This design comes from an exercise in tuning for small area, a short achievable clock period and few clock cycles per item on the open sky130 flow, not from production work.
The RTL was checked by simulation tests, not by an equivalence proof against the original design.

==> flow/design.v <==
package hdbe_op_pkg;
  typedef enum logic [3:0] {
    ADD  = 4'd0,
    SUB  = 4'd1,
    MUL  = 4'd2,
    SHL  = 4'd3,
    LSHR = 4'd4,
    ASHR = 4'd5,
    AND  = 4'd6,
    OR   = 4'd7,
    XOR  = 4'd8
  } op_e;
  localparam logic [3:0] OpLastLegal = 4'd8;
  typedef struct packed {
    logic ovf;
    logic zero;
    logic illegal;
  } op_flags_t;
  function automatic logic op_is_legal(input logic [3:0] op);
    op_is_legal = (op <= OpLastLegal);
  endfunction
endpackage
module binary_op_alu (
  input  logic [31:0] x,        
  input  logic [3:0]  bone,     
  input  logic [3:0]  btwo,     
  input  logic [3:0]  bneg,     
  input  logic [33:0] as_i,     
  input  logic [33:0] ac_i,     
  input  logic        notlast,  
  output logic [41:0] so,
  output logic [41:0] co
);
  logic [33:0] pp0, pp1, pp2, pp3;
  logic [3:0]  neg;
  function automatic logic [33:0] booth(input logic one, input logic two,
                                        input logic n, input logic [31:0] xx);
    logic [32:0] mag;
    mag   = ({33{one}} & {xx[31], xx}) | ({33{two}} & {xx, 1'b0});
    booth = {mag[32], mag} ^ {34{n}};
  endfunction
  assign pp0 = booth(bone[0], btwo[0], bneg[0], x);
  assign pp1 = booth(bone[1], btwo[1], bneg[1], x);
  assign pp2 = booth(bone[2], btwo[2], bneg[2], x);
  assign pp3 = booth(bone[3], btwo[3], bneg[3], x);
  assign neg = bneg;
  logic w1;
  logic w2;
  logic w3;
  logic w4;
  logic w5;
  logic w6;
  logic w7;
  logic w8;
  logic w9;
  logic w10;
  logic w11;
  logic w12;
  logic w13;
  logic w14;
  logic w15;
  logic w16;
  logic w17;
  logic w18;
  logic w19;
  logic w20;
  logic w21;
  logic w22;
  logic w23;
  logic w24;
  logic w25;
  logic w26;
  logic w27;
  logic w28;
  logic w29;
  logic w30;
  logic w31;
  logic w32;
  logic w33;
  logic w34;
  logic w35;
  logic w36;
  logic w37;
  logic w38;
  logic w39;
  logic w40;
  logic w41;
  logic w42;
  logic w43;
  logic w44;
  logic w45;
  logic w46;
  logic w47;
  logic w48;
  logic w49;
  logic w50;
  logic w51;
  logic w52;
  logic w53;
  logic w54;
  logic w55;
  logic w56;
  logic w57;
  logic w58;
  logic w59;
  logic w60;
  logic w61;
  logic w62;
  logic w63;
  logic w64;
  logic w65;
  logic w66;
  logic w67;
  logic w68;
  logic w69;
  logic w70;
  logic w71;
  logic w72;
  logic w73;
  logic w74;
  logic w75;
  logic w76;
  logic w77;
  logic w78;
  logic w79;
  logic w80;
  logic w81;
  logic w82;
  logic w83;
  logic w84;
  logic w85;
  logic w86;
  logic w87;
  logic w88;
  logic w89;
  logic w90;
  logic w91;
  logic w92;
  logic w93;
  logic w94;
  logic w95;
  logic w96;
  logic w97;
  logic w98;
  logic w99;
  logic w100;
  logic w101;
  logic w102;
  logic w103;
  logic w104;
  logic w105;
  logic w106;
  logic w107;
  logic w108;
  logic w109;
  logic w110;
  logic w111;
  logic w112;
  logic w113;
  logic w114;
  logic w115;
  logic w116;
  logic w117;
  logic w118;
  logic w119;
  logic w120;
  logic w121;
  logic w122;
  logic w123;
  logic w124;
  logic w125;
  logic w126;
  logic w127;
  logic w128;
  logic w129;
  logic w130;
  logic w131;
  logic w132;
  logic w133;
  logic w134;
  logic w135;
  logic w136;
  logic w137;
  logic w138;
  logic w139;
  logic w140;
  logic w141;
  logic w142;
  logic w143;
  logic w144;
  logic w145;
  logic w146;
  logic w147;
  logic w148;
  logic w149;
  logic w150;
  logic w151;
  logic w152;
  logic w153;
  logic w154;
  logic w155;
  logic w156;
  logic w157;
  logic w158;
  logic w159;
  logic w160;
  logic w161;
  logic w162;
  logic w163;
  logic w164;
  logic w165;
  logic w166;
  logic w167;
  logic w168;
  logic w169;
  logic w170;
  logic w171;
  logic w172;
  logic w173;
  logic w174;
  logic w175;
  logic w176;
  logic w177;
  logic w178;
  logic w179;
  logic w180;
  logic w181;
  logic w182;
  logic w183;
  logic w184;
  logic w185;
  logic w186;
  logic w187;
  logic w188;
  logic w189;
  logic w190;
  logic w191;
  logic w192;
  logic w193;
  logic w194;
  logic w195;
  logic w196;
  logic w197;
  logic w198;
  logic w199;
  logic w200;
  logic w201;
  logic w202;
  logic w203;
  logic w204;
  logic w205;
  logic w206;
  logic w207;
  logic w208;
  logic w209;
  logic w210;
  logic w211;
  logic w212;
  logic w213;
  logic w214;
  logic w215;
  logic w216;
  logic w217;
  logic w218;
  logic w219;
  logic w220;
  logic w221;
  logic w222;
  logic w223;
  logic w224;
  logic w225;
  logic w226;
  logic w227;
  logic w228;
  logic w229;
  logic w230;
  logic w231;
  logic w232;
  logic w233;
  logic w234;
  logic w235;
  logic w236;
  logic w237;
  logic w238;
  logic w239;
  logic w240;
  logic w241;
  logic w242;
  logic w243;
  logic w244;
  logic w245;
  logic w246;
  logic w247;
  logic w248;
  logic w249;
  logic w250;
  logic w251;
  logic w252;
  logic w253;
  logic w254;
  logic w255;
  logic w256;
  logic w257;
  logic w258;
  logic w259;
  logic w260;
  logic w261;
  logic w262;
  logic w263;
  logic w264;
  logic w265;
  logic w266;
  logic w267;
  logic w268;
  logic w269;
  logic w270;
  logic w271;
  logic w272;
  logic w273;
  logic w274;
  logic w275;
  logic w276;
  logic w277;
  logic w278;
  logic w279;
  logic w280;
  logic w281;
  logic w282;
  logic w283;
  logic w284;
  logic w285;
  logic w286;
  logic w287;
  logic w288;
  logic w289;
  logic w290;
  logic w291;
  logic w292;
  logic w293;
  logic w294;
  logic w295;
  logic w296;
  logic w297;
  logic w298;
  logic w299;
  logic w300;
  logic w301;
  logic w302;
  logic w303;
  logic w304;
  logic w305;
  logic w306;
  logic w307;
  logic w308;
  logic w309;
  logic w310;
  logic w311;
  logic w312;
  logic w313;
  logic w314;
  logic w315;
  logic w316;
  logic w317;
  logic w318;
  logic w319;
  logic w320;
  logic w321;
  logic w322;
  logic w323;
  logic w324;
  logic w325;
  logic w326;
  logic w327;
  logic w328;
  logic w329;
  logic w330;
  logic w331;
  logic w332;
  logic w333;
  logic w334;
  logic w335;
  logic w336;
  logic w337;
  logic w338;
  assign w1 = as_i[6] ^ ac_i[6];
  assign w2 = as_i[6] & ac_i[6];
  assign w3 = as_i[7] ^ ac_i[7];
  assign w4 = as_i[7] & ac_i[7];
  assign w5 = as_i[8] ^ ac_i[8];
  assign w6 = as_i[8] & ac_i[8];
  assign w7 = as_i[9] ^ ac_i[9];
  assign w8 = as_i[9] & ac_i[9];
  assign w9 = as_i[10] ^ ac_i[10];
  assign w10 = as_i[10] & ac_i[10];
  assign w11 = as_i[11] ^ ac_i[11];
  assign w12 = as_i[11] & ac_i[11];
  assign w13 = as_i[12] ^ ac_i[12];
  assign w14 = as_i[12] & ac_i[12];
  assign w15 = as_i[13] ^ ac_i[13];
  assign w16 = as_i[13] & ac_i[13];
  assign w17 = as_i[14] ^ ac_i[14];
  assign w18 = as_i[14] & ac_i[14];
  assign w19 = as_i[15] ^ ac_i[15];
  assign w20 = as_i[15] & ac_i[15];
  assign w21 = as_i[16] ^ ac_i[16];
  assign w22 = as_i[16] & ac_i[16];
  assign w23 = as_i[17] ^ ac_i[17];
  assign w24 = as_i[17] & ac_i[17];
  assign w25 = as_i[18] ^ ac_i[18];
  assign w26 = as_i[18] & ac_i[18];
  assign w27 = as_i[19] ^ ac_i[19];
  assign w28 = as_i[19] & ac_i[19];
  assign w29 = as_i[20] ^ ac_i[20];
  assign w30 = as_i[20] & ac_i[20];
  assign w31 = as_i[21] ^ ac_i[21];
  assign w32 = as_i[21] & ac_i[21];
  assign w33 = as_i[22] ^ ac_i[22];
  assign w34 = as_i[22] & ac_i[22];
  assign w35 = as_i[23] ^ ac_i[23];
  assign w36 = as_i[23] & ac_i[23];
  assign w37 = as_i[24] ^ ac_i[24];
  assign w38 = as_i[24] & ac_i[24];
  assign w39 = as_i[25] ^ ac_i[25];
  assign w40 = as_i[25] & ac_i[25];
  assign w41 = as_i[26] ^ ac_i[26];
  assign w42 = as_i[26] & ac_i[26];
  assign w43 = as_i[27] ^ ac_i[27];
  assign w44 = as_i[27] & ac_i[27];
  assign w45 = as_i[28] ^ ac_i[28];
  assign w46 = as_i[28] & ac_i[28];
  assign w47 = as_i[29] ^ ac_i[29];
  assign w48 = as_i[29] & ac_i[29];
  assign w49 = as_i[30] ^ ac_i[30];
  assign w50 = as_i[30] & ac_i[30];
  assign w51 = as_i[31] ^ ac_i[31];
  assign w52 = as_i[31] & ac_i[31];
  assign w53 = as_i[32] ^ ac_i[32];
  assign w54 = as_i[32] & ac_i[32];
  assign w55 = as_i[33] ^ ac_i[33];
  assign w56 = as_i[33] & ac_i[33];
  assign w57 = as_i[2] ^ ac_i[2];
  assign w58 = as_i[2] & ac_i[2];
  assign w59 = as_i[3] ^ ac_i[3];
  assign w60 = as_i[3] & ac_i[3];
  assign w61 = as_i[4] ^ ac_i[4] ^ pp0[4];
  assign w62 = (as_i[4] & ac_i[4]) | (as_i[4] & pp0[4]) | (ac_i[4] & pp0[4]);
  assign w63 = pp1[2] ^ pp2[0];
  assign w64 = pp1[2] & pp2[0];
  assign w65 = as_i[5] ^ ac_i[5] ^ pp0[5];
  assign w66 = (as_i[5] & ac_i[5]) | (as_i[5] & pp0[5]) | (ac_i[5] & pp0[5]);
  assign w67 = pp1[3] ^ pp2[1];
  assign w68 = pp1[3] & pp2[1];
  assign w69 = pp0[6] ^ pp1[4] ^ pp2[2];
  assign w70 = (pp0[6] & pp1[4]) | (pp0[6] & pp2[2]) | (pp1[4] & pp2[2]);
  assign w71 = pp3[0] ^ neg[3] ^ w1;
  assign w72 = (pp3[0] & neg[3]) | (pp3[0] & w1) | (neg[3] & w1);
  assign w73 = pp0[7] ^ pp1[5] ^ pp2[3];
  assign w74 = (pp0[7] & pp1[5]) | (pp0[7] & pp2[3]) | (pp1[5] & pp2[3]);
  assign w75 = pp3[1] ^ w2 ^ w3;
  assign w76 = (pp3[1] & w2) | (pp3[1] & w3) | (w2 & w3);
  assign w77 = pp0[8] ^ pp1[6] ^ pp2[4];
  assign w78 = (pp0[8] & pp1[6]) | (pp0[8] & pp2[4]) | (pp1[6] & pp2[4]);
  assign w79 = pp3[2] ^ w4 ^ w5;
  assign w80 = (pp3[2] & w4) | (pp3[2] & w5) | (w4 & w5);
  assign w81 = pp0[9] ^ pp1[7] ^ pp2[5];
  assign w82 = (pp0[9] & pp1[7]) | (pp0[9] & pp2[5]) | (pp1[7] & pp2[5]);
  assign w83 = pp3[3] ^ w6 ^ w7;
  assign w84 = (pp3[3] & w6) | (pp3[3] & w7) | (w6 & w7);
  assign w85 = pp0[10] ^ pp1[8] ^ pp2[6];
  assign w86 = (pp0[10] & pp1[8]) | (pp0[10] & pp2[6]) | (pp1[8] & pp2[6]);
  assign w87 = pp3[4] ^ w8 ^ w9;
  assign w88 = (pp3[4] & w8) | (pp3[4] & w9) | (w8 & w9);
  assign w89 = pp0[11] ^ pp1[9] ^ pp2[7];
  assign w90 = (pp0[11] & pp1[9]) | (pp0[11] & pp2[7]) | (pp1[9] & pp2[7]);
  assign w91 = pp3[5] ^ w10 ^ w11;
  assign w92 = (pp3[5] & w10) | (pp3[5] & w11) | (w10 & w11);
  assign w93 = pp0[12] ^ pp1[10] ^ pp2[8];
  assign w94 = (pp0[12] & pp1[10]) | (pp0[12] & pp2[8]) | (pp1[10] & pp2[8]);
  assign w95 = pp3[6] ^ w12 ^ w13;
  assign w96 = (pp3[6] & w12) | (pp3[6] & w13) | (w12 & w13);
  assign w97 = pp0[13] ^ pp1[11] ^ pp2[9];
  assign w98 = (pp0[13] & pp1[11]) | (pp0[13] & pp2[9]) | (pp1[11] & pp2[9]);
  assign w99 = pp3[7] ^ w14 ^ w15;
  assign w100 = (pp3[7] & w14) | (pp3[7] & w15) | (w14 & w15);
  assign w101 = pp0[14] ^ pp1[12] ^ pp2[10];
  assign w102 = (pp0[14] & pp1[12]) | (pp0[14] & pp2[10]) | (pp1[12] & pp2[10]);
  assign w103 = pp3[8] ^ w16 ^ w17;
  assign w104 = (pp3[8] & w16) | (pp3[8] & w17) | (w16 & w17);
  assign w105 = pp0[15] ^ pp1[13] ^ pp2[11];
  assign w106 = (pp0[15] & pp1[13]) | (pp0[15] & pp2[11]) | (pp1[13] & pp2[11]);
  assign w107 = pp3[9] ^ w18 ^ w19;
  assign w108 = (pp3[9] & w18) | (pp3[9] & w19) | (w18 & w19);
  assign w109 = pp0[16] ^ pp1[14] ^ pp2[12];
  assign w110 = (pp0[16] & pp1[14]) | (pp0[16] & pp2[12]) | (pp1[14] & pp2[12]);
  assign w111 = pp3[10] ^ w20 ^ w21;
  assign w112 = (pp3[10] & w20) | (pp3[10] & w21) | (w20 & w21);
  assign w113 = pp0[17] ^ pp1[15] ^ pp2[13];
  assign w114 = (pp0[17] & pp1[15]) | (pp0[17] & pp2[13]) | (pp1[15] & pp2[13]);
  assign w115 = pp3[11] ^ w22 ^ w23;
  assign w116 = (pp3[11] & w22) | (pp3[11] & w23) | (w22 & w23);
  assign w117 = pp0[18] ^ pp1[16] ^ pp2[14];
  assign w118 = (pp0[18] & pp1[16]) | (pp0[18] & pp2[14]) | (pp1[16] & pp2[14]);
  assign w119 = pp3[12] ^ w24 ^ w25;
  assign w120 = (pp3[12] & w24) | (pp3[12] & w25) | (w24 & w25);
  assign w121 = pp0[19] ^ pp1[17] ^ pp2[15];
  assign w122 = (pp0[19] & pp1[17]) | (pp0[19] & pp2[15]) | (pp1[17] & pp2[15]);
  assign w123 = pp3[13] ^ w26 ^ w27;
  assign w124 = (pp3[13] & w26) | (pp3[13] & w27) | (w26 & w27);
  assign w125 = pp0[20] ^ pp1[18] ^ pp2[16];
  assign w126 = (pp0[20] & pp1[18]) | (pp0[20] & pp2[16]) | (pp1[18] & pp2[16]);
  assign w127 = pp3[14] ^ w28 ^ w29;
  assign w128 = (pp3[14] & w28) | (pp3[14] & w29) | (w28 & w29);
  assign w129 = pp0[21] ^ pp1[19] ^ pp2[17];
  assign w130 = (pp0[21] & pp1[19]) | (pp0[21] & pp2[17]) | (pp1[19] & pp2[17]);
  assign w131 = pp3[15] ^ w30 ^ w31;
  assign w132 = (pp3[15] & w30) | (pp3[15] & w31) | (w30 & w31);
  assign w133 = pp0[22] ^ pp1[20] ^ pp2[18];
  assign w134 = (pp0[22] & pp1[20]) | (pp0[22] & pp2[18]) | (pp1[20] & pp2[18]);
  assign w135 = pp3[16] ^ w32 ^ w33;
  assign w136 = (pp3[16] & w32) | (pp3[16] & w33) | (w32 & w33);
  assign w137 = pp0[23] ^ pp1[21] ^ pp2[19];
  assign w138 = (pp0[23] & pp1[21]) | (pp0[23] & pp2[19]) | (pp1[21] & pp2[19]);
  assign w139 = pp3[17] ^ w34 ^ w35;
  assign w140 = (pp3[17] & w34) | (pp3[17] & w35) | (w34 & w35);
  assign w141 = pp0[24] ^ pp1[22] ^ pp2[20];
  assign w142 = (pp0[24] & pp1[22]) | (pp0[24] & pp2[20]) | (pp1[22] & pp2[20]);
  assign w143 = pp3[18] ^ w36 ^ w37;
  assign w144 = (pp3[18] & w36) | (pp3[18] & w37) | (w36 & w37);
  assign w145 = pp0[25] ^ pp1[23] ^ pp2[21];
  assign w146 = (pp0[25] & pp1[23]) | (pp0[25] & pp2[21]) | (pp1[23] & pp2[21]);
  assign w147 = pp3[19] ^ w38 ^ w39;
  assign w148 = (pp3[19] & w38) | (pp3[19] & w39) | (w38 & w39);
  assign w149 = pp0[26] ^ pp1[24] ^ pp2[22];
  assign w150 = (pp0[26] & pp1[24]) | (pp0[26] & pp2[22]) | (pp1[24] & pp2[22]);
  assign w151 = pp3[20] ^ w40 ^ w41;
  assign w152 = (pp3[20] & w40) | (pp3[20] & w41) | (w40 & w41);
  assign w153 = pp0[27] ^ pp1[25] ^ pp2[23];
  assign w154 = (pp0[27] & pp1[25]) | (pp0[27] & pp2[23]) | (pp1[25] & pp2[23]);
  assign w155 = pp3[21] ^ w42 ^ w43;
  assign w156 = (pp3[21] & w42) | (pp3[21] & w43) | (w42 & w43);
  assign w157 = pp0[28] ^ pp1[26] ^ pp2[24];
  assign w158 = (pp0[28] & pp1[26]) | (pp0[28] & pp2[24]) | (pp1[26] & pp2[24]);
  assign w159 = pp3[22] ^ w44 ^ w45;
  assign w160 = (pp3[22] & w44) | (pp3[22] & w45) | (w44 & w45);
  assign w161 = pp0[29] ^ pp1[27] ^ pp2[25];
  assign w162 = (pp0[29] & pp1[27]) | (pp0[29] & pp2[25]) | (pp1[27] & pp2[25]);
  assign w163 = pp3[23] ^ w46 ^ w47;
  assign w164 = (pp3[23] & w46) | (pp3[23] & w47) | (w46 & w47);
  assign w165 = pp0[30] ^ pp1[28] ^ pp2[26];
  assign w166 = (pp0[30] & pp1[28]) | (pp0[30] & pp2[26]) | (pp1[28] & pp2[26]);
  assign w167 = pp3[24] ^ w48 ^ w49;
  assign w168 = (pp3[24] & w48) | (pp3[24] & w49) | (w48 & w49);
  assign w169 = pp0[31] ^ pp1[29] ^ pp2[27];
  assign w170 = (pp0[31] & pp1[29]) | (pp0[31] & pp2[27]) | (pp1[29] & pp2[27]);
  assign w171 = pp3[25] ^ w50 ^ w51;
  assign w172 = (pp3[25] & w50) | (pp3[25] & w51) | (w50 & w51);
  assign w173 = pp0[32] ^ pp1[30] ^ pp2[28];
  assign w174 = (pp0[32] & pp1[30]) | (pp0[32] & pp2[28]) | (pp1[30] & pp2[28]);
  assign w175 = pp3[26] ^ w52 ^ w53;
  assign w176 = (pp3[26] & w52) | (pp3[26] & w53) | (w52 & w53);
  assign w177 = ~pp0[33] ^ pp1[31] ^ pp2[29];
  assign w178 = (~pp0[33] & pp1[31]) | (~pp0[33] & pp2[29]) | (pp1[31] & pp2[29]);
  assign w179 = pp3[27] ^ w54 ^ w55;
  assign w180 = (pp3[27] & w54) | (pp3[27] & w55) | (w54 & w55);
  assign w181 = 1'b1 ^ pp1[32] ^ pp2[30];
  assign w182 = (1'b1 & pp1[32]) | (1'b1 & pp2[30]) | (pp1[32] & pp2[30]);
  assign w183 = pp3[28] ^ w56;
  assign w184 = pp3[28] & w56;
  assign w185 = ~pp1[33] ^ pp2[31];
  assign w186 = ~pp1[33] & pp2[31];
  assign w187 = as_i[0] ^ ac_i[0];
  assign w188 = as_i[0] & ac_i[0];
  assign w189 = as_i[1] ^ ac_i[1];
  assign w190 = as_i[1] & ac_i[1];
  assign w191 = pp0[2] ^ pp1[0] ^ neg[1];
  assign w192 = (pp0[2] & pp1[0]) | (pp0[2] & neg[1]) | (pp1[0] & neg[1]);
  assign w193 = pp0[3] ^ pp1[1] ^ w58;
  assign w194 = (pp0[3] & pp1[1]) | (pp0[3] & w58) | (pp1[1] & w58);
  assign w195 = neg[2] ^ w60 ^ w61;
  assign w196 = (neg[2] & w60) | (neg[2] & w61) | (w60 & w61);
  assign w197 = w62 ^ w64 ^ w65;
  assign w198 = (w62 & w64) | (w62 & w65) | (w64 & w65);
  assign w199 = w66 ^ w68 ^ w69;
  assign w200 = (w66 & w68) | (w66 & w69) | (w68 & w69);
  assign w201 = w70 ^ w72 ^ w73;
  assign w202 = (w70 & w72) | (w70 & w73) | (w72 & w73);
  assign w203 = w74 ^ w76 ^ w77;
  assign w204 = (w74 & w76) | (w74 & w77) | (w76 & w77);
  assign w205 = w78 ^ w80 ^ w81;
  assign w206 = (w78 & w80) | (w78 & w81) | (w80 & w81);
  assign w207 = w82 ^ w84 ^ w85;
  assign w208 = (w82 & w84) | (w82 & w85) | (w84 & w85);
  assign w209 = w86 ^ w88 ^ w89;
  assign w210 = (w86 & w88) | (w86 & w89) | (w88 & w89);
  assign w211 = w90 ^ w92 ^ w93;
  assign w212 = (w90 & w92) | (w90 & w93) | (w92 & w93);
  assign w213 = w94 ^ w96 ^ w97;
  assign w214 = (w94 & w96) | (w94 & w97) | (w96 & w97);
  assign w215 = w98 ^ w100 ^ w101;
  assign w216 = (w98 & w100) | (w98 & w101) | (w100 & w101);
  assign w217 = w102 ^ w104 ^ w105;
  assign w218 = (w102 & w104) | (w102 & w105) | (w104 & w105);
  assign w219 = w106 ^ w108 ^ w109;
  assign w220 = (w106 & w108) | (w106 & w109) | (w108 & w109);
  assign w221 = w110 ^ w112 ^ w113;
  assign w222 = (w110 & w112) | (w110 & w113) | (w112 & w113);
  assign w223 = w114 ^ w116 ^ w117;
  assign w224 = (w114 & w116) | (w114 & w117) | (w116 & w117);
  assign w225 = w118 ^ w120 ^ w121;
  assign w226 = (w118 & w120) | (w118 & w121) | (w120 & w121);
  assign w227 = w122 ^ w124 ^ w125;
  assign w228 = (w122 & w124) | (w122 & w125) | (w124 & w125);
  assign w229 = w126 ^ w128 ^ w129;
  assign w230 = (w126 & w128) | (w126 & w129) | (w128 & w129);
  assign w231 = w130 ^ w132 ^ w133;
  assign w232 = (w130 & w132) | (w130 & w133) | (w132 & w133);
  assign w233 = w134 ^ w136 ^ w137;
  assign w234 = (w134 & w136) | (w134 & w137) | (w136 & w137);
  assign w235 = w138 ^ w140 ^ w141;
  assign w236 = (w138 & w140) | (w138 & w141) | (w140 & w141);
  assign w237 = w142 ^ w144 ^ w145;
  assign w238 = (w142 & w144) | (w142 & w145) | (w144 & w145);
  assign w239 = w146 ^ w148 ^ w149;
  assign w240 = (w146 & w148) | (w146 & w149) | (w148 & w149);
  assign w241 = w150 ^ w152 ^ w153;
  assign w242 = (w150 & w152) | (w150 & w153) | (w152 & w153);
  assign w243 = w154 ^ w156 ^ w157;
  assign w244 = (w154 & w156) | (w154 & w157) | (w156 & w157);
  assign w245 = w158 ^ w160 ^ w161;
  assign w246 = (w158 & w160) | (w158 & w161) | (w160 & w161);
  assign w247 = w162 ^ w164 ^ w165;
  assign w248 = (w162 & w164) | (w162 & w165) | (w164 & w165);
  assign w249 = w166 ^ w168 ^ w169;
  assign w250 = (w166 & w168) | (w166 & w169) | (w168 & w169);
  assign w251 = w170 ^ w172 ^ w173;
  assign w252 = (w170 & w172) | (w170 & w173) | (w172 & w173);
  assign w253 = w174 ^ w176 ^ w177;
  assign w254 = (w174 & w176) | (w174 & w177) | (w176 & w177);
  assign w255 = w178 ^ w180 ^ w181;
  assign w256 = (w178 & w180) | (w178 & w181) | (w180 & w181);
  assign w257 = pp3[29] ^ w182 ^ w184;
  assign w258 = (pp3[29] & w182) | (pp3[29] & w184) | (w182 & w184);
  assign w259 = 1'b1 ^ pp2[32] ^ pp3[30];
  assign w260 = (1'b1 & pp2[32]) | (1'b1 & pp3[30]) | (pp2[32] & pp3[30]);
  assign w261 = pp0[0] ^ neg[0];
  assign w262 = pp0[0] & neg[0];
  assign w263 = pp0[1] ^ w188 ^ w189;
  assign w264 = (pp0[1] & w188) | (pp0[1] & w189) | (w188 & w189);
  assign w265 = w57 ^ w190 ^ w191;
  assign w266 = (w57 & w190) | (w57 & w191) | (w190 & w191);
  assign w267 = w59 ^ w192 ^ w193;
  assign w268 = (w59 & w192) | (w59 & w193) | (w192 & w193);
  assign w269 = w63 ^ w194 ^ w195;
  assign w270 = (w63 & w194) | (w63 & w195) | (w194 & w195);
  assign w271 = w67 ^ w196 ^ w197;
  assign w272 = (w67 & w196) | (w67 & w197) | (w196 & w197);
  assign w273 = w71 ^ w198 ^ w199;
  assign w274 = (w71 & w198) | (w71 & w199) | (w198 & w199);
  assign w275 = w75 ^ w200 ^ w201;
  assign w276 = (w75 & w200) | (w75 & w201) | (w200 & w201);
  assign w277 = w79 ^ w202 ^ w203;
  assign w278 = (w79 & w202) | (w79 & w203) | (w202 & w203);
  assign w279 = w83 ^ w204 ^ w205;
  assign w280 = (w83 & w204) | (w83 & w205) | (w204 & w205);
  assign w281 = w87 ^ w206 ^ w207;
  assign w282 = (w87 & w206) | (w87 & w207) | (w206 & w207);
  assign w283 = w91 ^ w208 ^ w209;
  assign w284 = (w91 & w208) | (w91 & w209) | (w208 & w209);
  assign w285 = w95 ^ w210 ^ w211;
  assign w286 = (w95 & w210) | (w95 & w211) | (w210 & w211);
  assign w287 = w99 ^ w212 ^ w213;
  assign w288 = (w99 & w212) | (w99 & w213) | (w212 & w213);
  assign w289 = w103 ^ w214 ^ w215;
  assign w290 = (w103 & w214) | (w103 & w215) | (w214 & w215);
  assign w291 = w107 ^ w216 ^ w217;
  assign w292 = (w107 & w216) | (w107 & w217) | (w216 & w217);
  assign w293 = w111 ^ w218 ^ w219;
  assign w294 = (w111 & w218) | (w111 & w219) | (w218 & w219);
  assign w295 = w115 ^ w220 ^ w221;
  assign w296 = (w115 & w220) | (w115 & w221) | (w220 & w221);
  assign w297 = w119 ^ w222 ^ w223;
  assign w298 = (w119 & w222) | (w119 & w223) | (w222 & w223);
  assign w299 = w123 ^ w224 ^ w225;
  assign w300 = (w123 & w224) | (w123 & w225) | (w224 & w225);
  assign w301 = w127 ^ w226 ^ w227;
  assign w302 = (w127 & w226) | (w127 & w227) | (w226 & w227);
  assign w303 = w131 ^ w228 ^ w229;
  assign w304 = (w131 & w228) | (w131 & w229) | (w228 & w229);
  assign w305 = w135 ^ w230 ^ w231;
  assign w306 = (w135 & w230) | (w135 & w231) | (w230 & w231);
  assign w307 = w139 ^ w232 ^ w233;
  assign w308 = (w139 & w232) | (w139 & w233) | (w232 & w233);
  assign w309 = w143 ^ w234 ^ w235;
  assign w310 = (w143 & w234) | (w143 & w235) | (w234 & w235);
  assign w311 = w147 ^ w236 ^ w237;
  assign w312 = (w147 & w236) | (w147 & w237) | (w236 & w237);
  assign w313 = w151 ^ w238 ^ w239;
  assign w314 = (w151 & w238) | (w151 & w239) | (w238 & w239);
  assign w315 = w155 ^ w240 ^ w241;
  assign w316 = (w155 & w240) | (w155 & w241) | (w240 & w241);
  assign w317 = w159 ^ w242 ^ w243;
  assign w318 = (w159 & w242) | (w159 & w243) | (w242 & w243);
  assign w319 = w163 ^ w244 ^ w245;
  assign w320 = (w163 & w244) | (w163 & w245) | (w244 & w245);
  assign w321 = w167 ^ w246 ^ w247;
  assign w322 = (w167 & w246) | (w167 & w247) | (w246 & w247);
  assign w323 = w171 ^ w248 ^ w249;
  assign w324 = (w171 & w248) | (w171 & w249) | (w248 & w249);
  assign w325 = w175 ^ w250 ^ w251;
  assign w326 = (w175 & w250) | (w175 & w251) | (w250 & w251);
  assign w327 = w179 ^ w252 ^ w253;
  assign w328 = (w179 & w252) | (w179 & w253) | (w252 & w253);
  assign w329 = w183 ^ w254 ^ w255;
  assign w330 = (w183 & w254) | (w183 & w255) | (w254 & w255);
  assign w331 = w185 ^ w256 ^ w257;
  assign w332 = (w185 & w256) | (w185 & w257) | (w256 & w257);
  assign w333 = w186 ^ w258 ^ w259;
  assign w334 = (w186 & w258) | (w186 & w259) | (w258 & w259);
  assign w335 = ~pp2[33] ^ pp3[31] ^ w260;
  assign w336 = (~pp2[33] & pp3[31]) | (~pp2[33] & w260) | (pp3[31] & w260);
  assign w337 = 1'b1 ^ pp3[32];
  assign w338 = 1'b1 & pp3[32];
  assign so = {1'b0, notlast, ~pp3[33], w336, w334, w332, w330, w328, w326, w324, w322, w320, w318, w316, w314, w312, w310, w308, w306, w304, w302, w300, w298, w296, w294, w292, w290, w288, w286, w284, w282, w280, w278, w276, w274, w272, w270, w268, w266, w264, w262, w187};
  assign co = {1'b0, 1'b0, w338, w337, w335, w333, w331, w329, w327, w325, w323, w321, w319, w317, w315, w313, w311, w309, w307, w305, w303, w301, w299, w297, w295, w293, w291, w289, w287, w285, w283, w281, w279, w277, w275, w273, w271, w269, w267, w265, w263, w261};
endmodule
module binary_op_pipe
#(
  parameter int ParamBitWidth = 32,
  parameter int ParamLatency  = 2,
  parameter int ParamTagWidth = 8
) (
  input  logic                     clk,
  input  logic                     reset,
  input  logic                     in_valid,
  output logic                     in_ready,
  input  logic [3:0]               in_op,
  input  logic [ParamBitWidth-1:0] in_lhs,
  input  logic [ParamBitWidth-1:0] in_rhs,
  input  logic [ParamTagWidth-1:0] in_tag,
  output logic                     out_valid,
  input  logic                     out_ready,
  output logic [ParamBitWidth-1:0] out_result,
  output logic [ParamTagWidth-1:0] out_tag,
  output logic                     out_ovf,
  output logic                     out_zero,
  output logic                     out_illegal
);
  logic        iv;           
  logic [3:0]  iop;
  logic [31:0] ia;           
  logic [31:0] ib;           
  logic [7:0]  itag;
  logic [2:0]  cnt;          
  logic        plast;        
  logic [3:0]  bone, btwo, bneg;   
  logic [7:0]  slo, clo;     
  logic        cy;           
  logic [33:0] acs;          
  logic [33:0] acc;          
  logic        rdy, rdy_o;   
  logic        sv;           
  logic        ov;
  logic [31:0] ores;
  logic [7:0]  otag;
  logic        oovf, ozero, oill;
  logic is_addsub, is_sub, is_mul, is_shl, is_shr, is_ashr, is_sh;
  logic is_and, is_or, is_xor, is_ill, is_logic;
  assign is_addsub = (iop[3:1] == 3'd0);
  assign is_sub    = (iop == 4'd1);
  assign is_mul    = (iop == 4'd2);
  assign is_shl    = (iop == 4'd3);
  assign is_shr    = (iop == 4'd4) || (iop == 4'd5);
  assign is_ashr   = (iop == 4'd5);
  assign is_sh     = is_shl || is_shr;
  assign is_and    = (iop == 4'd6);
  assign is_or     = (iop == 4'd7);
  assign is_xor    = (iop == 4'd8);
  assign is_ill    = (iop > 4'd8);
  assign is_logic  = is_and || is_or || is_xor;
  logic mul_pass, mul_last;
  assign mul_pass = iv && is_mul && !cnt[2] && !sv;
  assign mul_last = plast;
  logic [41:0] mso, mco;
  logic [8:0]  mlo;           
  binary_op_alu u_mpass (
    .x       (ia),
    .bone    (bone),
    .btwo    (btwo),
    .bneg    (bneg),
    .as_i    (acs),
    .ac_i    (acc),
    .notlast (!mul_last),
    .so      (mso),
    .co      (mco)
  );
  logic [9:0] mlo10;
  assign mlo10 = {1'b0, slo, 1'b1} + {1'b0, clo, cy};
  assign mlo   = mlo10[9:1];
  logic [31:0] sum_s, p_s, g_s, t_s, logic_s;
  logic [32:0] sum33_s;
  logic        cin, ovf_as, eq0_s, eq1_s;
  assign cin     = is_sub | (is_mul & mlo[8]);
  assign sum33_s = {ia, 1'b1} + {ib, is_sub};
  assign sum_s   = sum33_s[32:1];
  assign p_s     = ia ^ ib;
  assign g_s     = ia & ib;
  assign t_s     = ia | ib;
  assign ovf_as  = (ia[31] == ib[31]) && (sum_s[31] != ia[31]);
  assign eq0_s   = (p_s == {t_s[30:0], cin});
  assign eq1_s   = (~p_s == {g_s[30:0], cin});
  assign logic_s = ({32{is_xor | is_or}} & p_s) | ({32{is_and | is_or}} & g_s);
  logic [31:0] sy, sy_rev, shmask;
  logic [4:0]  shamt;
  logic        zero_sh, big, fill;
  assign shamt = ib[4:0];
  assign big   = |ib[31:5];
  assign fill  = is_ashr & ia[31];
  always_comb begin
    logic [32:0] r;
    r  = $signed({fill, ia}) >>> shamt;
    sy = big ? {32{fill}} : r[31:0];
  end
  always_comb begin
    for (int i = 0; i < 32; i++) begin
      sy_rev[i] = sy[31-i];
      shmask[i] = (i >= shamt);
    end
  end
  assign zero_sh = !fill && (big || ((ia & shmask) == 32'd0));
  logic [31:0] eres;
  logic [7:0]  etag;
  logic        eovf, ezero, eill, edone, ego;
  logic        s_sum, s_shl, s_shr, s_log, s_mul;
  assign s_sum = is_addsub & !sv;
  assign s_shl = is_shl & !sv;
  assign s_shr = is_shr & !sv;
  assign s_log = is_logic & !sv;
  assign s_mul = is_mul & !sv;
  assign eres[31:24] = ({8{s_sum}} & sum_s[31:24]) | ({8{s_shl}} & sy_rev[31:24])
                     | ({8{s_shr}} & sy[31:24]) | ({8{s_log}} & logic_s[31:24])
                     | ({8{s_mul}} & mlo[7:0]) | ({8{sv}} & acs[31:24]);
  assign eres[23:0]  = ({24{s_sum}} & sum_s[23:0]) | ({24{s_shl}} & sy_rev[23:0])
                     | ({24{s_shr}} & sy[23:0]) | ({24{s_log}} & logic_s[23:0])
                     | ({24{s_mul | sv}} & acs[23:0]);
  assign ezero = sv ? acc[10]
               : ((is_addsub & eq0_s) | (is_sh & zero_sh) | (is_logic & (logic_s == 32'd0))
                  | (is_mul & (mlo[7:0] == 8'd0) & (acs[23:0] == 24'd0)) | is_ill);
  assign eovf  = sv ? acc[8]
               : ((is_addsub & ovf_as) | (is_mul & (mlo[7] ? !eq1_s : !eq0_s)));
  assign eill  = sv ? acc[9] : is_ill;
  assign etag  = sv ? acc[7:0] : itag;
  assign edone = !is_mul || cnt[2];
  assign ego   = iv && edone && !sv;
  function automatic logic [11:0] booth_dec(input logic [8:0] y);
    logic [3:0] one, two, neg;
    for (int t = 0; t < 4; t++) begin
      neg[t] = y[2*t+2];
      one[t] = y[2*t+1] ^ y[2*t];
      two[t] = (y[2*t+2] & ~y[2*t+1] & ~y[2*t]) | (~y[2*t+2] & y[2*t+1] & y[2*t]);
    end
    booth_dec = {one, two, neg};
  endfunction
  logic out_take, skid_ld;
  logic [31:0] in_lhs_rev;
  always_comb begin
    for (int i = 0; i < 32; i++) in_lhs_rev[i] = in_lhs[31-i];
  end
  logic       iv_n, sv_n, ov_n, rdy_n, mul_n;
  logic [2:0] cnt_n;
  assign in_ready = rdy_o;
  assign out_take = !ov || out_ready;
  assign skid_ld  = !sv && ego && !out_take;
  assign iv_n  = rdy ? in_valid : iv;
  assign mul_n = rdy ? (in_op == 4'd2) : is_mul;
  assign cnt_n = ego ? 3'd0 : (mul_pass ? cnt + 3'd1 : cnt);
  assign sv_n  = sv ? !out_take : (ego && !out_take);
  assign ov_n  = out_take ? (sv || ego) : ov;
  assign rdy_n = !iv_n || ((!mul_n || cnt_n[2]) && !sv_n);
  always_ff @(posedge clk or posedge reset) begin
    if (reset) begin
      iv    <= 1'b0;
      cnt   <= 3'd0;
      sv    <= 1'b0;
      ov    <= 1'b0;
      rdy   <= 1'b1;
      plast <= 1'b0;
    end else begin
      iv    <= iv_n;
      cnt   <= cnt_n;
      sv    <= sv_n;
      ov    <= ov_n;
      rdy   <= rdy_n;
      plast <= (cnt_n == 3'd3);
    end
  end
  always_ff @(posedge clk) begin
    rdy_o <= rdy_n;
  end
  always_ff @(posedge clk) begin
    slo <= {8{mul_pass}} & mso[7:0];
    clo <= {8{mul_pass}} & mco[7:0];
    cy  <= mul_pass & mlo[8];
  end
  always_ff @(posedge clk) begin
    if (rdy) begin
      iop   <= in_op;
      ia    <= (in_op == 4'd3) ? in_lhs_rev : in_lhs;
      ib    <= in_rhs ^ {32{in_op == 4'd1}};
      itag  <= in_tag;
      {bone, btwo, bneg} <= booth_dec({in_rhs[7:0], 1'b0});
    end else if (mul_pass) begin
      {bone, btwo, bneg} <= booth_dec(ib[15:7]);
      if (mul_last) begin
        ia <= mso[39:8];
        ib <= mco[39:8];
      end else begin
        ib <= {mlo[7:0], ib[31:8]};
      end
    end
    if (mul_pass || !(sv && !out_take)) begin
      acs <= ({34{mul_pass & !mul_last}} & mso[41:8])
           | ({34{mul_pass & mul_last}} & {10'd0, mlo[7:0], ib[31:16]})
           | ({34{skid_ld}} & {2'b00, eres})
           | {!mul_pass & !skid_ld, 33'd0};
      acc <= ({34{mul_pass}} & mco[41:8])
           | ({34{skid_ld}} & {23'd0, ezero, eill, eovf, etag});
    end
    if (out_take) begin
      ores  <= eres;
      otag  <= etag;
      oovf  <= eovf;
      ozero <= ezero;
      oill  <= eill;
    end
  end
  assign out_valid   = ov;
  assign out_result  = ores;
  assign out_tag     = otag;
  assign out_ovf     = oovf;
  assign out_zero    = ozero;
  assign out_illegal = oill;
endmodule
==> flow/run.sh <==
#!/bin/bash
# synth_recipe.tcl (not shown) runs the flow's synth.tcl, then flattens the netlist and writes it again
# the make line also repeats each setting of config.mk as NAME=value (left out here)
make -C /OpenROAD-flow-scripts/flow DESIGN_CONFIG=/design/flow/config.mk WORK_HOME=/design/flow/orfs CLKGATE_MAP_FILE= SYNTH_SCRIPT=/design/flow/synth_recipe.tcl finish
==> flow/config.mk <==
export PLATFORM = sky130hd
export DESIGN_NAME = binary_op_pipe
export DESIGN_NICKNAME = binary_op_pipe
export VERILOG_FILES = /design/flow/design.v
export SDC_FILE = /design/flow/constraint.sdc
export NUM_CORES = 4
export LEC_CHECK = 0
export ABC_AREA = 1
export CAP_MARGIN = 50
export CORE_MARGIN = 2
export CORE_UTILIZATION = 58
export PLACE_DENSITY = 0.7
export SLEW_MARGIN = 65
==> flow/constraint.sdc <==
create_clock -name core_clock -period 12.0 [get_ports {clk}]
set_input_delay 2.4000 -clock core_clock [delete_from_list [all_inputs] [get_ports {clk}]]
set_output_delay 2.4000 -clock core_clock [all_outputs]
set_load 0.01 [all_outputs]
==> impl_results.md, run 1 <==
* WL final at 113000 um
* Synth Area per Inst at 7.64 um^2
* Worst Skew at 0.0181 ns
* Max_cap viols at 0
* Largest net degree at the start of global routing at 94
* Setup bufs post-CTS at 0
* Slowest-stage cell, CP: o22ai_1
* Register area share after synthesis at 0.275
* Vias in the first global route at 24100
* RSZ-0062 raised after global routing: no
* Crit Reg-Reg Startpoint: ia[10]
* Hold Path End: cnt[0]
* Area grow syn2layout at 10.9%
* # setup viols final at 0
* Initial Util at 0.590
* DIE AREA at 42200 um^2
* Yosys warns at 2
* Register clock-pin slew on the reported worst setup and hold paths at 0.07 ns
* Clock latency (worst-skew pair) at 0.59 ns
* Synth Area in Adders at 0.194
* Largest family of logic cells by synthesized area: simple AND/OR/NAND/NOR gates
* Synth area leader: edfxtp_1
* Drt wl/cell at 30.8 um
* Most used flip-flop cell after synthesis: edfxtp_1
* Setup TNS at 0 ns
* Row count at 73
* XOR/XNOR share of the synthesized area at 0.0621
* CTS Buf Count at 26
* Grt ovf at 0
* Post-route minimum period at 4.37 ns
* Most area-consuming cells after synthesis: edfxtp_1 (25%), fa_1 (13%), nand2_1 (10%)
* IO Port Bufs at 124
* Final Hold Fails at 0
* Simple-Gate Fraction of Synth Area at 0.205
* Worst Setup Start Kind: flop
* Vias/cell at 6.94
* Tot GR Track Use at 0.530
* WP data arrival at 4.71 ns
* Status: no timing/DRC/antenna violations
* Post-Syn Area at 23600 um^2
* Cell with the most instances after synthesis: nand2_1
* Layout cells sized above 1 at 0.0575
* CTS Buffer Depth at 3
* Reg2Reg Depth at 12
* I/O Pins at 125
* Residual DRC at 0
* HP Class: flop to flop
* DR pass1 iterations at 12
* Max FO, Critical Path at 9
* Slew headroom at 0.597
* EDFF count, synth at 197
* Clock sinks at 223
* Via Count at 25400
* Slew @ Worst Pin at 0.600 ns
* Core ar. at 39900 um^2
* Min-delay src: cnt[0]
* DP HPWL at 86200 um
* Post-CTS resize count at 0
* Worst EP required at 12.34 ns
* CP Class: flop to flop
* Cells after Synth at 3083
* Endpoint type of the worst setup path: flop
* Die Y at 206 um
* Post-synth top area share at 0.251
* Synth Area in Compound Gates at 0.160
* H-tree levels at 1
* Die width at 206 um
* Syn_nets at 3434
* First-pass GRT wire length at 159000 um
* Mux share of post-synthesis cell area at 0.00170
* Gpl congestion at 1.10
* Setup crit start: ia[10]
* Post-synth ARST share at 0.0359
* Final #Nets at 3466
* Crit Reg-Reg Endpoint: acs[6]
* Fin. max-slew vios at 0
* Max Clk Rate at 229 MHz
* CTS tree: built
* Final period util at 0.364
* Starting DRT DRC Count at 4928
* Yosys cell types at 60
* R2R Setup Slk at 7.63 ns
* Hold_buf cts at 0
* Clk root buf: clkbuf_16
* Initial antenna violation count at 8
* Yosys reg bits at 223
* Worst-path cell chain: buf_4 -> clkinv_1 -> o22ai_1 -> xor2_1 -> fa_1 -> inv_1 -> fa_1 -> fa_1 -> inv_1 -> o22ai_1 -> inv_1 -> nand2_1
* Post-route ant nets at 0
* Top post-synthesis cells by count: nand2_1 (625), inv_1 (426), nor2_1 (250)
* Hold Path Depth at 1
* CP max stage delay at 0.55 ns
* Hold slack at 0.521 ns
## cells in the final DEF (no fill, tap or decap), types with 26 or more instances in the layout
master	n
o21ai_0	217
fa_1	156
clkdlybuf4s50_1	124
buf_4	31
clkbuf_16	26
nand2_1	621
edfxtp_1	197
nand4_1	51
ha_1	115
inv_1	398
nor2_1	245
xor2_1	142
inv_2	32
a21oi_1	155
nand3_1	135
o22ai_1	167
## critical path: cells and delay by family, from the launching register on
| kind | cells | cell delay (ns) |
|---|---|---|
| AO/OA/AOI/OAI | 2 | 0.76 |
| buffers and inverters | 5 | 1.07 |
| flip-flops | 1 | 0.47 |
| AND/OR/NAND/NOR | 1 | 0.05 |
| adder cells (fa/ha/maj) | 3 | 1.43 |
| XOR/XNOR | 1 | 0.32 |
## layout make-up
type                       count  area [um^2]
tap                          525          657
clock buffer                  33          677
timing repair buffer         167         1610
clock inverter                13          148
sequential                   223         6480
antenna                        3         7.51
inverter                     457         1780
fill                        3162        13800
multi-input combinational   2240        14800
## state kept, by name, summed over array words and instances (netlist names), 3 cells and up
register and flops:
acc 32, ia 32, iop 4, ib 32, bone 4, otag 8, slo 8, acs 34
cnt 3, clo 8, itag 8, bneg 4, btwo 4, ores 32
## per-layer routing
layer  global-route usage  vias up  share of wire
met3                0.171      757           0.17
met5                    0        -         0.0011
li1                     -    10300              -
met4                0.419       10           0.11
met2                0.766     2678           0.40
met1                0.651    11700           0.32
## metrics by stage
step / utilization / setup slack, ns / std cells / area (um^2)
2_1_floorplan: - / 7.50 / 3083 / 23600
3_3_place_gp: 0.626 / 6.73 / 3597 / 25000
3_5_place_dp: 0.631 / 7.12 / 3606 / 25200
4_1_cts: 0.652 / 7.61 / 3652 / 26000
5_1_grt: 0.654 / 7.77 / 3658 / 26100
6_report: 0.655 / 7.63 / 3661 / 26100
## kinds of logic after synthesis
kind of cell             count (synthesis)
XOR/XNOR                               167
AO/OA/AOI/OAI                          661
multiplexers                             4
flip-flops                             223
buffers and inverters                  620
adder cells (fa/ha/maj)                271
AND/OR/NAND/NOR                       1137
## how the worst max path moves through the flow
stage               endpoint  slack (ns)  depth (start not counted)
floorplan              rdy_o        7.50                          4
global placement      ib[10]        6.73                          8
detailed placement    ib[27]        7.12                          8
CTS                   ib[11]        7.61                          8
global route          ib[27]        7.77                          8
finish                acs[6]        7.63                         12
Testbench counts, summed over its fixed seeds: cycles 22,384, items 16,000.
==> run 2, diff against run 1 <==
--- a/flow/config.mk
+++ b/flow/config.mk
@@ -8,6 +8,6 @@
 export ABC_AREA = 1
 export CAP_MARGIN = 50
 export CORE_MARGIN = 2
-export CORE_UTILIZATION = 58
-export PLACE_DENSITY = 0.7
+export CORE_UTILIZATION = 50
+export PLACE_DENSITY = 0.65
 export SLEW_MARGIN = 65
==> run 2 against run 1 <==
Net effect:
- still clean on timing, DRC and antenna
- wire length is 1.7% lower
- critical path depth is 6 higher
- count of clock-buffer cells in the layout shrank 5
- die area grew 16%
- hold slack worse by 0.024 ns
- sequential cell count is the same
- non-clock buffer count rose by 1
- critical endpoint is now acs[17]
- largest cell class unchanged
- highest routed layer is now met4
==> impl_results.md, run 2 <==
* Register clock-pin slew on the reported worst setup and hold paths at 0.06 ns
* Post-Syn Area at 23600 um^2
* Yosys cell types at 60
* Register area share after synthesis at 0.275
* Top post-synthesis cells by count: nand2_1 (625), inv_1 (426), nor2_1 (250)
* CTS Buffer Depth at 3
* Initial Util at 0.506
* Area grow syn2layout at 12.0%
* Row count at 79
* Max reg flops at 34
* CP Class: flop to flop
* Final period util at 0.344
* Grt met2 use at 0.646
* Die Y at 221 um
* Largest register by flop count: acs
* Clock sinks at 223
* Endpoint type of the worst setup path: flop
* Most frequent cells in the layout: nand2_1 (622), inv_1 (395), nor2_1 (244), o21ai_0 (213), edfxtp_1 (197)
* RSZ-0062 raised after global routing: no
* CTS Buf Count at 27
* XOR/XNOR share of the synthesized area at 0.0621
* Yosys warns at 2
* Synth Area in Compound Gates at 0.160
* Largest family of logic cells by synthesized area: simple AND/OR/NAND/NOR gates
* Status: no timing/DRC/antenna violations
* Post-route minimum period at 4.12 ns
* Tot GR Track Use at 0.443
* # setup viols final at 0
* Starting DRT DRC Count at 3637
* Layout cells sized above 1 at 0.0625
* Slew headroom at 0.633
* Post-route ant nets at 0
* Grt peak-use layer: met2
* I/O Pins at 125
* Setup bufs post-CTS at 0
* Post-route cell area at 26400 um^2
* HP Class: flop to flop
* Post-synth ARST share at 0.0359
* Die width at 221 um
* DP HPWL at 89300 um
* WL final at 111000 um
* Cells after Synth at 3083
* Hold_buf cts at 0
* Yosys reg bits at 223
* Syn_nets at 3434
* Gpl congestion at 1.06
* Mux share of post-synthesis cell area at 0.00170
* CTS tree: built
* Slew @ Worst Pin at 0.548 ns
* Most area-consuming cells after synthesis: edfxtp_1 (25%), fa_1 (13%), nand2_1 (10%)
* DIE AREA at 48900 um^2
* H-tree levels at 1
* Max FO, Critical Path at 10
* Final Hold Fails at 0
* Worst EP required at 12.32 ns
* IO Port Bufs at 124
* Residual DRC at 0
* Post-place instance area at 25400 um^2
* Vias/cell at 6.39
* Clock latency (worst-skew pair) at 0.61 ns
* First-pass GRT wire length at 157000 um
* Largest net degree at the start of global routing at 64
* Ant. Diodes at 0
* Max Clk Rate at 243 MHz
* Final #Nets at 3468
* EDFF count, synth at 197
* Drt wl/cell at 29.7 um
* Clk root buf: clkbuf_16
* Synth Area per Inst at 7.64 um^2
* Reg2Reg Depth at 18
* Setup TNS at 0 ns
* Via Count at 23900
* Worst Setup Start Kind: flop
* Grt ovf at 0
* Simple-Gate Fraction of Synth Area at 0.205
* Initial antenna violation count at 1
* Hold Path Depth at 1
* Cell with the most instances after synthesis: nand2_1
* Met1 usage at 0.577
* Core ar. at 46600 um^2
* Met3 Usage GRT at 0.110
* Max_cap viols at 0
* Synth Area in Adders at 0.194
* Synth area leader: edfxtp_1
* Commonest non-fill, non-tap cell in the layout: nand2_1
* Vias in the first global route at 22600
* Most used flip-flop cell after synthesis: edfxtp_1
* Post-synth top area share at 0.251
* Post-CTS resize count at 0
* DR pass1 iterations at 6
* Fin. max-slew vios at 0
* WP data arrival at 4.45 ns
* Worst Skew at 0.0411 ns
==> run 2: stage by stage <==
| stage | hold WS (ns) | utilization | cells | worst slack (ns) |
|---|---|---|---|---|
| after floorplan | 0.462 | - | 3083 | 7.50 |
| after global placement | 0.474 | 0.538 | 3674 | 6.73 |
| after detailed placement | 0.488 | 0.545 | 3690 | 7.21 |
| after CTS | 0.496 | 0.566 | 3738 | 7.81 |
| after global routing | 0.524 | 0.567 | 3743 | 7.75 |
| final | 0.497 | 0.567 | 3743 | 7.88 |
==> run 2: path summary, 6_finish.rpt <==
kind | start | end | slack (ns)
worst max-delay path | ia[2] | acs[17] | 7.88
worst min-delay path | cnt[0] | cnt[0] | 0.50
worst max register to register | ia[2] | acs[17] | 7.88
worst min register to register | cnt[0] | cnt[0] | 0.50
max in group asynchronous | reset | rdy | 9.67
min in group asynchronous | reset | ov | 2.04
==> run 2: final cells by class <==
type / count / area [um^2]
well taps: 607 / 759
multi-input cells: 2240 / 14800
clock inverters: 20 / 284
fillers: 4245 / 20200
clock buffers: 28 / 679
repair buffers: 168 / 1630
inverters: 457 / 1780
flip-flops and latches: 223 / 6480
==> run 2: cell families (layout without fill, tap and decap cells) <==
kind of cell               count (synthesis)  in the layout
and+or+nand+nor                         1137           1137
xor gates and xnor gates                 167            167
DFF                                      223            223
buffers and inverters                    620            673
adders and majority gates                271            271
muxes                                      4              4
AOI/OAI and AO/OA                        661            661
==> run 2: worst max-delay path, cell delays in order, from the launching register on <==
cell and delay, ns:
edfxtp_1 0.48, clkbuf_4 0.27, clkinv_1 0.41, ha_1 0.63, nand2_1 0.08, o21bai_1 0.33
nand2_1 0.09, nand2_1 0.16, nand2_1 0.07, nand2_1 0.11, nand2_1 0.07, nand2_1 0.16
nand3_1 0.12, nand2_1 0.07, nand2_1 0.05, nand3_1 0.15, nand4_1 0.36, nand2_1 0.19
nand2_1 0.07
==> run 2: metal layers <==
| layer | routed length, um | vias to the layer above | part of all wire |
|---|---|---|---|
| li1 | - | 10300 | - |
| met5 | 0 | - | 0 |
| met2 | 46500 | 1860 | 0.42 |
| met1 | 40800 | 11400 | 0.37 |
| met4 | 9470 | 0 | 0.085 |
| met3 | 14300 | 371 | 0.13 |
==> run 3, diff against run 2 <==
--- a/flow/config.mk
+++ b/flow/config.mk
@@ -10,4 +10,4 @@
 export CORE_MARGIN = 2
 export CORE_UTILIZATION = 50
 export PLACE_DENSITY = 0.65
-export SLEW_MARGIN = 65
+export SLEW_MARGIN = 75
==> run 3 against run 2 <==
Net effect:
- count of clock-buffer cells in the layout is 5 higher
- final cell count is 1.4% higher
- critical path type is now input pin to flop
- critical path depth is 10 lower
- still clean on timing, DRC and antenna
- highest routed layer unchanged
==> impl_results.md, run 3 <==
* Register clock-pin slew on the reported worst setup and hold paths at 0.06 ns
* Fill count at 4234
* Yosys reg bits at 223
* Final Hold Fails at 0
* Most area-consuming cells after synthesis: edfxtp_1 (25%), fa_1 (13%), nand2_1 (10%)
* Clock latency (worst-skew pair) at 0.60 ns
* Worst Setup Start Kind: input pin
* Initial antenna violation count at 0
* Gpl congestion at 1.06
* Multi-input logic area at 15000 um^2
* Slew @ Worst Pin at 0.420 ns
* Residual DRC at 0
* Die Y at 221 um
* EDFF count, synth at 197
* HP Class: flop to flop
* Commonest non-fill, non-tap cell in the layout: nand2_1
* H-tree levels at 1
* CP Class: input pin to flop
* Fin. max-slew vios at 0
* Core ar. at 46600 um^2
* CTS Buffer Depth at 3
* Largest register by flop count: acs
* Worst-path cell chain: clkdlybuf4s50_1 -> inv_1 -> nor4_4 -> buf_4 -> clkinv_4 -> a21oi_1 -> o21ai_0 -> o21a_1
* IO Port Bufs at 124
* CTS tree: built
* Post-CTS resize count at 0
* Max Clk Rate at 249 MHz
* Post-Syn Area at 23600 um^2
* Post-route ant nets at 0
* Most frequent cells in the layout: nand2_1 (619), inv_1 (390), nor2_1 (237), o21ai_0 (202), edfxtp_1 (197)
* DIE AREA at 48900 um^2
* Final period util at 0.334
* Yosys warns at 2
* I/O Pins at 125
* Setup TNS at 0 ns
* Layout cells sized above 1 at 0.0934
* CP max stage delay at 0.50 ns
* Final #Nets at 3520
* Vias/cell at 6.38
* Grt ovf at 0
* CTS Buf Count at 27
* Placement Setup Slack at 7.44 ns
* Top post-synthesis cells by count: nand2_1 (625), inv_1 (426), nor2_1 (250)
* Status: no timing/DRC/antenna violations
* WL final at 112000 um
* Synth area leader: edfxtp_1
* Post-synth ARST share at 0.0359
* Drt wl/cell at 29.4 um
* Cells after Synth at 3083
* Setup bufs post-CTS at 0
* Slew headroom at 0.717
* RSZ-0062 raised after global routing: no
* Slowest-stage cell, CP: clkdlybuf4s50_1
* Hold_buf cts at 0
* Worst Skew at 0.0363 ns
* Worst EP required at 12.33 ns
* Clock sinks at 223
* Die width at 221 um
* Vias in the first global route at 23000
* Max reg flops at 34
* Syn_nets at 3434
* Synth Area per Inst at 7.64 um^2
* WP data arrival at 4.34 ns
* First-pass GRT wire length at 158000 um
* Final WS setup at 7.99 ns
* Post-route minimum period at 4.01 ns
* Endpoint type of the worst setup path: flop
* Largest net degree at the start of global routing at 64
* Starting DRT DRC Count at 3872
* Area grow syn2layout at 15.0%
* # setup viols final at 0
* Tot GR Track Use at 0.446
* Clk root buf: clkbuf_16
* Max FO, Critical Path at 45
* Most used flip-flop cell after synthesis: edfxtp_1
* Initial Util at 0.506
* Via Count at 24200
* Sequential cell area at 6480 um^2
* Row count at 79
* Max_cap viols at 0
* Cell with the most instances after synthesis: nand2_1
* Register area share after synthesis at 0.275
* DP HPWL at 90100 um
* Post-synth top area share at 0.251
* DR pass1 iterations at 6
* Yosys cell types at 60
run 3: cell counts after synthesis:
Identical to the previous run, type by type.
run 3: routing by layer:
layer / GRT usage / wire length, um
met5: 0 / 0
met3: 0.109 / 14600
met4: 0.320 / 10000
met2: 0.651 / 46500
met1: 0.579 / 40500
run 3: per-stage QoR:
step / hold slack (ns) / instances / util / area, um^2
2_1_floorplan: 0.462 / 3083 / - / 23600
3_3_place_gp: 0.474 / 3674 / 0.538 / 25100
3_5_place_dp: 0.500 / 3735 / 0.556 / 25900
4_1_cts: 0.508 / 3784 / 0.577 / 26800
5_1_grt: 0.522 / 3796 / 0.582 / 27100
6_report: 0.511 / 3797 / 0.582 / 27100
run 3: logic make-up after synthesis:
group / synth area share
AOI/OAI and AO/OA: 0.160
DFF: 0.275
buffers and inverters: 0.103
adders and majority gates: 0.194
and+or+nand+nor: 0.205
xor gates and xnor gates: 0.0621
muxes: 0.00170
run 3: path summary, 6_finish.rpt:
check / from / endpoint / slack [ns] / cells past startpoint
worst max register to register: ia[31] / ib[24] / 8.14 / 12
worst max-delay path: in_op[0] / ib[21] / 7.99 / 8
worst min register to register: cnt[0] / cnt[0] / 0.51 / 1
max in group asynchronous: reset / rdy / 9.73 / 2
min in group asynchronous: reset / ov / 2.02 / 2
worst min-delay path: cnt[0] / cnt[0] / 0.51 / 1
run 3: worst max-delay path: cells and delay by family:
| family | cells | cell delay, ns |
|---|---|---|
| buffers and inverters | 4 | 1.16 |
| and+or+nand+nor | 1 | 0.32 |
| AOI/OAI and AO/OA | 3 | 0.42 |
run 3: layout make-up:
cell class | count | area share
antenna | 1 | 0.0000924
clock buffer | 33 | 0.0261
clock inverter | 16 | 0.00845
inverter | 457 | 0.0688
multi-input combinational | 2240 | 0.554
sequential | 223 | 0.239
tap | 607 | 0.0280
timing repair buffer | 220 | 0.0751
==> run 4, diff against run 3 <==
--- a/flow/config.mk
+++ b/flow/config.mk
@@ -6,7 +6,7 @@
 export NUM_CORES = 4
 export LEC_CHECK = 0
 export ABC_AREA = 1
-export CAP_MARGIN = 50
+export CAP_MARGIN = 65
 export CORE_MARGIN = 2
 export CORE_UTILIZATION = 50
 export PLACE_DENSITY = 0.65
==> run 4 against run 3 <==
Net effect:
- clock skew shrank 0.019 ns
- synthesized cell count unchanged
- critical endpoint is now ib[27]
- core utilization about the same
- hold slack about the same
- highest routed layer is now met5
- maximum frequency fell by 0.65%
==> impl_results.md, run 4 <==
* Vias in the first global route at 23100
* Yosys cell types at 60
* # setup viols final at 0
* Post-synth ARST share at 0.0359
* Row count at 79
* Drt wl/cell at 29.3 um
* DR pass1 iterations at 6
* Post-Syn Area at 23600 um^2
* Hold_buf cts at 0
* I/O Pins at 125
* Syn_nets at 3434
* Via Count at 24300
* Cells after Synth at 3083
* Setup bufs post-CTS at 0
* CP endpoint: ib[27]
* Most frequent cells in the layout: nand2_1 (618), inv_1 (390), nor2_1 (238), o21ai_0 (201), edfxtp_1 (197)
* Die Y at 221 um
* H-tree levels at 1
* Sequential cell area at 6480 um^2
* Max_cap viols at 0
* First-pass GRT wire length at 158000 um
* Post-CTS resize count at 0
* CTS Buf Count at 27
* CTS tree: built
* Tot GR Track Use at 0.445
* Die width at 221 um
* Vias/cell at 6.39
* Clock latency (worst-skew pair) at 0.59 ns
* Max Clk Rate at 248 MHz
* Yosys reg bits at 223
* Slew headroom at 0.721
* Gpl congestion at 1.06
* Most used flip-flop cell after synthesis: edfxtp_1
* Initial antenna violation count at 2
* RSZ-0062 raised after global routing: no
* Largest register by flop count: acs
* Worst EP required at 12.34 ns
* Multi-input logic area at 15000 um^2
* Layout cells sized above 1 at 0.0928
* Setup crit start: in_op[0]
* Synth Area per Inst at 7.64 um^2
* DP HPWL at 90000 um
* IO Port Bufs at 124
* Clock sinks at 223
* Crit Reg-Reg Startpoint: ia[31]
* Post-route ant nets at 0
* Residual DRC at 0
* Post-synth top area share at 0.251
* Setup TNS at 0 ns
* Yosys warns at 2
* Max FO, Critical Path at 45
* Worst Setup Start Kind: input pin
* Initial Util at 0.506
* Grt ovf at 0
* CP Class: input pin to flop
* Core ar. at 46600 um^2
* Post-Layout Cell Count at 3798
* WL final at 111000 um
* Synth area leader: edfxtp_1
* WP data arrival at 4.37 ns
* Endpoint type of the worst setup path: flop
* Register clock-pin slew on the reported worst setup and hold paths at 0.06 ns
* Slew @ Worst Pin at 0.416 ns
* Final Hold Fails at 0
* Clk root buf: clkbuf_16
* Dpl cells at 3735
* Max reg flops at 34
* EDFF count, synth at 197
* Most area-consuming cells after synthesis: edfxtp_1 (25%), fa_1 (13%), nand2_1 (10%)
* DIE AREA at 48900 um^2
* Register area share after synthesis at 0.275
* Top post-synthesis cells by count: nand2_1 (625), inv_1 (426), nor2_1 (250)
* Cell with the most instances after synthesis: nand2_1
* Worst Skew at 0.0172 ns
* Final period util at 0.336
* Area grow syn2layout at 15.0%
* Starting DRT DRC Count at 4131
* R2R Setup Slk at 8.16 ns
* CTS Buffer Depth at 3
* Largest net degree at the start of global routing at 64
* HP Class: flop to flop
* Post-route minimum period at 4.04 ns
* Final #Nets at 3520
* Fin. max-slew vios at 0
* Reg2Reg Depth at 12
* Fill count at 4149
* Status: no timing/DRC/antenna violations
* Crit Reg-Reg Endpoint: ib[24]
* Commonest non-fill, non-tap cell in the layout: nand2_1
-- run 4: cell types whose count changed in the layout (fill, tap and decap cells not counted), moves of 2 or more --
cell and change:
buf_12 -2, buf_16 +2, clkinv_1 +2, ha_1 +2, ha_2 -2
-- run 4: layout make-up --
| cell class | count | area share |
|---|---|---|
| Antenna cell | 1 | 0.0000924 |
| Clock buffer | 33 | 0.0265 |
| Clock inverter | 17 | 0.00762 |
| Inverter | 457 | 0.0689 |
| Multi-Input combinational cell | 2240 | 0.554 |
| Sequential cell | 223 | 0.239 |
| Tap cell | 607 | 0.0280 |
| Timing Repair Buffer | 220 | 0.0757 |
-- run 4: worst min path at each step --
stage	from	end	slack, ns	depth (start not counted)
2_1_floorplan	cnt[0]	cnt[0]	0.46	1
3_3_place_gp	cnt[0]	cnt[0]	0.47	1
3_5_place_dp	cnt[0]	cnt[0]	0.50	1
4_1_cts	cnt[0]	cnt[0]	0.51	1
5_1_grt	cnt[0]	cnt[0]	0.52	1
6_report	cnt[0]	cnt[0]	0.51	1
-- run 4: metrics by stage --
step	area, um^2	utilization	hold slack (ns)	setup slack [ns]
floorplan	23600	-	0.462	7.50
global placement	25100	0.538	0.474	6.73
detailed placement	25900	0.556	0.501	7.44
CTS	26800	0.576	0.510	8.03
global route	27100	0.582	0.523	7.82
finish	27100	0.582	0.511	7.96
-- run 4: kinds of logic after synthesis --
kind of cell / share of synthesized area
xor+xnor: 0.0621
compound gates: 0.160
buf+inv: 0.103
fa+ha+maj: 0.194
mux: 0.00170
simple gates: 0.205
flops: 0.275
-- run 4: routing by layer --
metal | vias to the layer above | routed length (um) | global-route usage
li1 | 10400 | - | -
met1 | 11600 | 40700 | 0.576
met2 | 1916 | 46500 | 0.655
met3 | 406 | 14400 | 0.108
met4 | 2 | 9700 | 0.311
met5 | - | 12 | 0
-- run 4: critical path, cell delays in order --
cell             delay [ns]
clkdlybuf4s50_1        0.51
inv_1                  0.10
nor4_4                 0.32
buf_4                  0.31
clkinv_4               0.27
a21oi_1                0.21
o21ai_0                0.10
o21a_1                 0.13

==> port drivers added, routing unchanged <==
The flow's constraints put no driver on any port. The routed layouts listed below were extracted and timed again, unchanged, in two steps.
Step 1 assumes that a clkbuf_16 drives the clock port and a buf_2 every other input.
Step 2, shift: input delay + t, output delay - t, t = (earliest + latest rising clock arrival at the registers) / 2. This alone moves slack from input paths to output paths.
a / b / c = no drivers / after step 1 / after step 2; a / b = the first two.
run	t, ns	setup slack, ns	hold WS [ns]	latest minus earliest clock arrival (ns)	worst register clock-pin slew, ns
run 1	0.643	7.626 / 7.626 / 7.297	0.521 / 0.521 / 0.521	0.018 / 0.018	0.07 / 0.07
run 2	0.653	7.877 / 7.877 / 7.510	0.497 / 0.497 / 0.497	0.041 / 0.042	0.07 / 0.07
run 3	0.645	7.989 / 8.024 / 7.379	0.511 / 0.511 / 0.511	0.036 / 0.037	0.06 / 0.06
run 4	0.643	7.962 / 7.997 / 7.355	0.511 / 0.511 / 0.511	0.018 / 0.017	0.07 / 0.07
After both steps every run listed still meets setup and hold. The setup slack of run 3, which loses most, moves by +0.035 ns with the drivers and by -0.610 ns with both steps.
